This is an optimization exercise on Yosys and OpenROAD, whose aim is small area, a short achievable clock period and few clock cycles, not a production implementation.
Function was checked by simulation only, so behaviour that the tests miss may differ from the original.

== before ==
## julia_worker
module julia_worker (
	input  logic               tb_clk,
	input  logic               rst,
	input  logic               start,
	input  logic [19:0]        pixel,   
	input  logic [43:0]        c,       
	input  logic               mc_busy,
	output logic               ready,
	output logic               done,
	output logic [63:0]        result   
);
Size in the first run: roughly 130 I/O pins, roughly 21,000 µm² of cells after synthesis.
==> flow/config.mk <==
export PLATFORM = sky130hd
export DESIGN_NAME = julia_worker
export DESIGN_NICKNAME = julia_worker
export VERILOG_FILES = /design/flow/design.v
export SDC_FILE = /design/flow/constraint.sdc
export NUM_CORES = 4
export LEC_CHECK = 0
export CAP_MARGIN = 60
export CORE_MARGIN = 2
export CORE_UTILIZATION = 40
export SLEW_MARGIN = 60
==> flow/constraint.sdc <==
create_clock -name core_clock -period 14.0 [get_ports {tb_clk}]
set_input_delay 2.8000 -clock core_clock [delete_from_list [all_inputs] [get_ports {tb_clk}]]
set_output_delay 2.8000 -clock core_clock [all_outputs]
set_load 0.01 [all_outputs]
run.sh (not shown) runs the stock make flow with config.mk's settings and CLKGATE_MAP_FILE= SYNTH_SCRIPT=/design/flow/synth_recipe.tcl, a recipe that flattens the netlist after the stock synthesis.
Looking at the reports, before completed the entire flow and the layout it produced met the timing, design-rule and antenna checks.
Testbench counts of before, summed over its fixed seeds: cycles 104,985.
Input-level comparison between after and before:
Settings: CAP_MARGIN: 60 -> 85; SLEW_MARGIN: 60 -> 85.
==> notes.md <==
after went all the way through the flow, and no timing, DRC or antenna check failed. after has hold slack below what before had. after against before: final clock period utilization by the worst path rose by 29 points, area occupied by registers rose by 1.2%. Cmp after vs before: number of buffers other than clock buffers in the final layout higher in after. In after the proportion of cell area occupied by registers turned out 1.3 points lower than in before. Against before, after comes in 5.7 points higher on core utilization. before has a lower area added between synthesis and finish than after. [diff] worst setup slack, after relative to before: regression.

========
Another version of the RTL of julia_worker (not shown whole).
Size: ~1,700 cells after synthesis, about 150 flip-flops, ~19,000 sq um of cells after synthesis.
==> flow/config.mk <==
export PLATFORM = sky130hd
export DESIGN_NAME = julia_worker
export DESIGN_NICKNAME = julia_worker
export VERILOG_FILES = /design/flow/design.v
export SDC_FILE = /design/flow/constraint.sdc
export NUM_CORES = 4
export LEC_CHECK = 0
export CAP_MARGIN = 60
export CORE_MARGIN = 2
export CORE_UTILIZATION = 50
export PLACE_DENSITY = 0.7
export SLEW_MARGIN = 60
export SYNTH_HIERARCHICAL = 1
export SYNTH_MINIMUM_KEEP_SIZE = 0
==> flow/constraint.sdc <==
create_clock -name core_clock -period 14.0 [get_ports {tb_clk}]
set_input_delay 2.8000 -clock core_clock [delete_from_list [all_inputs] [get_ports {tb_clk}]]
set_output_delay 2.8000 -clock core_clock [all_outputs]
set_load 0.01 [all_outputs]
Testbench counts at the start, summed over its fixed seeds: cycles 102,383.
Then changed:
Settings changed: CORE_UTILIZATION 50 to 40, PLACE_DENSITY 0.7 to unset.
=> Final area goes up slightly; area after synthesis is unchanged; clock-buffer cell count goes up by 3.

========
Another version of the RTL of julia_worker (not shown whole).
For scale: ~1700 cells after synthesis, roughly 130 I/O pins.
Settings: LEC_CHECK=0, CAP_MARGIN=55, CORE_MARGIN=2, CORE_UTILIZATION=40, SLEW_MARGIN=55, SYNTH_HIERARCHICAL=1, SYNTH_MINIMUM_KEEP_SIZE=0; clock period 14.0 ns.
The baseline ran to the end with no violations.
Testbench counts at the start, summed over its fixed seeds: cycles 102,903.
Rerun with:
- CAP_MARGIN: 55 -> 60
- SLEW_MARGIN: 55 -> 60
Effect:
- maximum frequency is higher by 3.2%
- critical path depth is unchanged
- die area is unchanged
- utilization goes up by 0.15 points
- design area increases by 0.35%
- clock-buffer cell count fell by 1

========
julia_worker, a different RTL version from the one above (not shown whole).
Size in the first run: ~1800 cells after synthesis, roughly 130 I/O pins.
Design julia_worker, start of the top module:
module julia_worker (
	input  logic               tb_clk,
	input  logic               rst,
	input  logic               start,
	input  logic [19:0]        pixel,   
	input  logic [43:0]        c,       
	input  logic               mc_busy,
	output logic               ready,
	output logic               done,
	output logic [63:0]        result   
);
export LEC_CHECK = 0
export CAP_MARGIN = 60
export CORE_MARGIN = 2
export CORE_UTILIZATION = 35
export SLEW_MARGIN = 60
export SYNTH_HIERARCHICAL = 1
export SYNTH_MINIMUM_KEEP_SIZE = 0
create_clock -name core_clock -period 14.0 [get_ports {tb_clk}]
Testbench counts at the start, summed over its fixed seeds: cycles 102,903.
Change:
Settings changed: CORE_UTILIZATION 35 to 40.
Effect:
- count of clock-buffer cells in the layout stays the same
- design area fell by 0.89%
- utilization rose by 5.6 points
- setup slack hardly moves
- die area fell by 12%
- register-to-register slack hardly moves
- via count fell by 0.70%
- cell count fell by 3.7%
- critical path depth fell by 1

separate check: timing with driven ports:
The flow's constraints put no driver on any port. The routed layouts listed below were extracted and timed again, unchanged, in two steps.
Step 1 (the two cells are an assumption about what drives the block):
set clk [get_ports {tb_clk}]
set_driving_cell -lib_cell sky130_fd_sc_hd__clkbuf_16 $clk
set_driving_cell -lib_cell sky130_fd_sc_hd__buf_2 [delete_from_list [all_inputs] $clk]
Step 2 times the ports against the registers' clock, not the clock port: input delays grow and output delays shrink by t, the midpoint of the rising clock arrivals with the driver on.
a / b / c = ideal / step 1 / step 2; a / b = the first two.
run	shift t [ns]	setup WS [ns]	latest minus earliest clock arrival (ns)	worst slew at a driven data input, ns
before	0.494	6.913 / 6.913 / 6.913	0.021 / 0.022	0.06
after	0.497	2.834 / 2.834 / 2.834	0.022 / 0.022	0.05
the first run of note 2	0.505	7.496 / 7.449 / 7.783	0.017 / 0.016	0.05
the second run of note 2	0.495	7.633 / 7.585 / 7.774	0.015 / 0.016	0.06
the first run of note 3	0.519	7.728 / 7.674 / 7.959	0.010 / 0.010	0.05
the second run of note 3	0.518	7.922 / 7.865 / 7.959	0.010 / 0.010	0.05
the first run of note 4	0.526	7.961 / 7.961 / 7.961	0.023 / 0.023	0.05
the second run of note 4	0.514	7.963 / 7.963 / 7.963	0.012 / 0.011	0.05
After both steps every run listed still meets setup and hold.
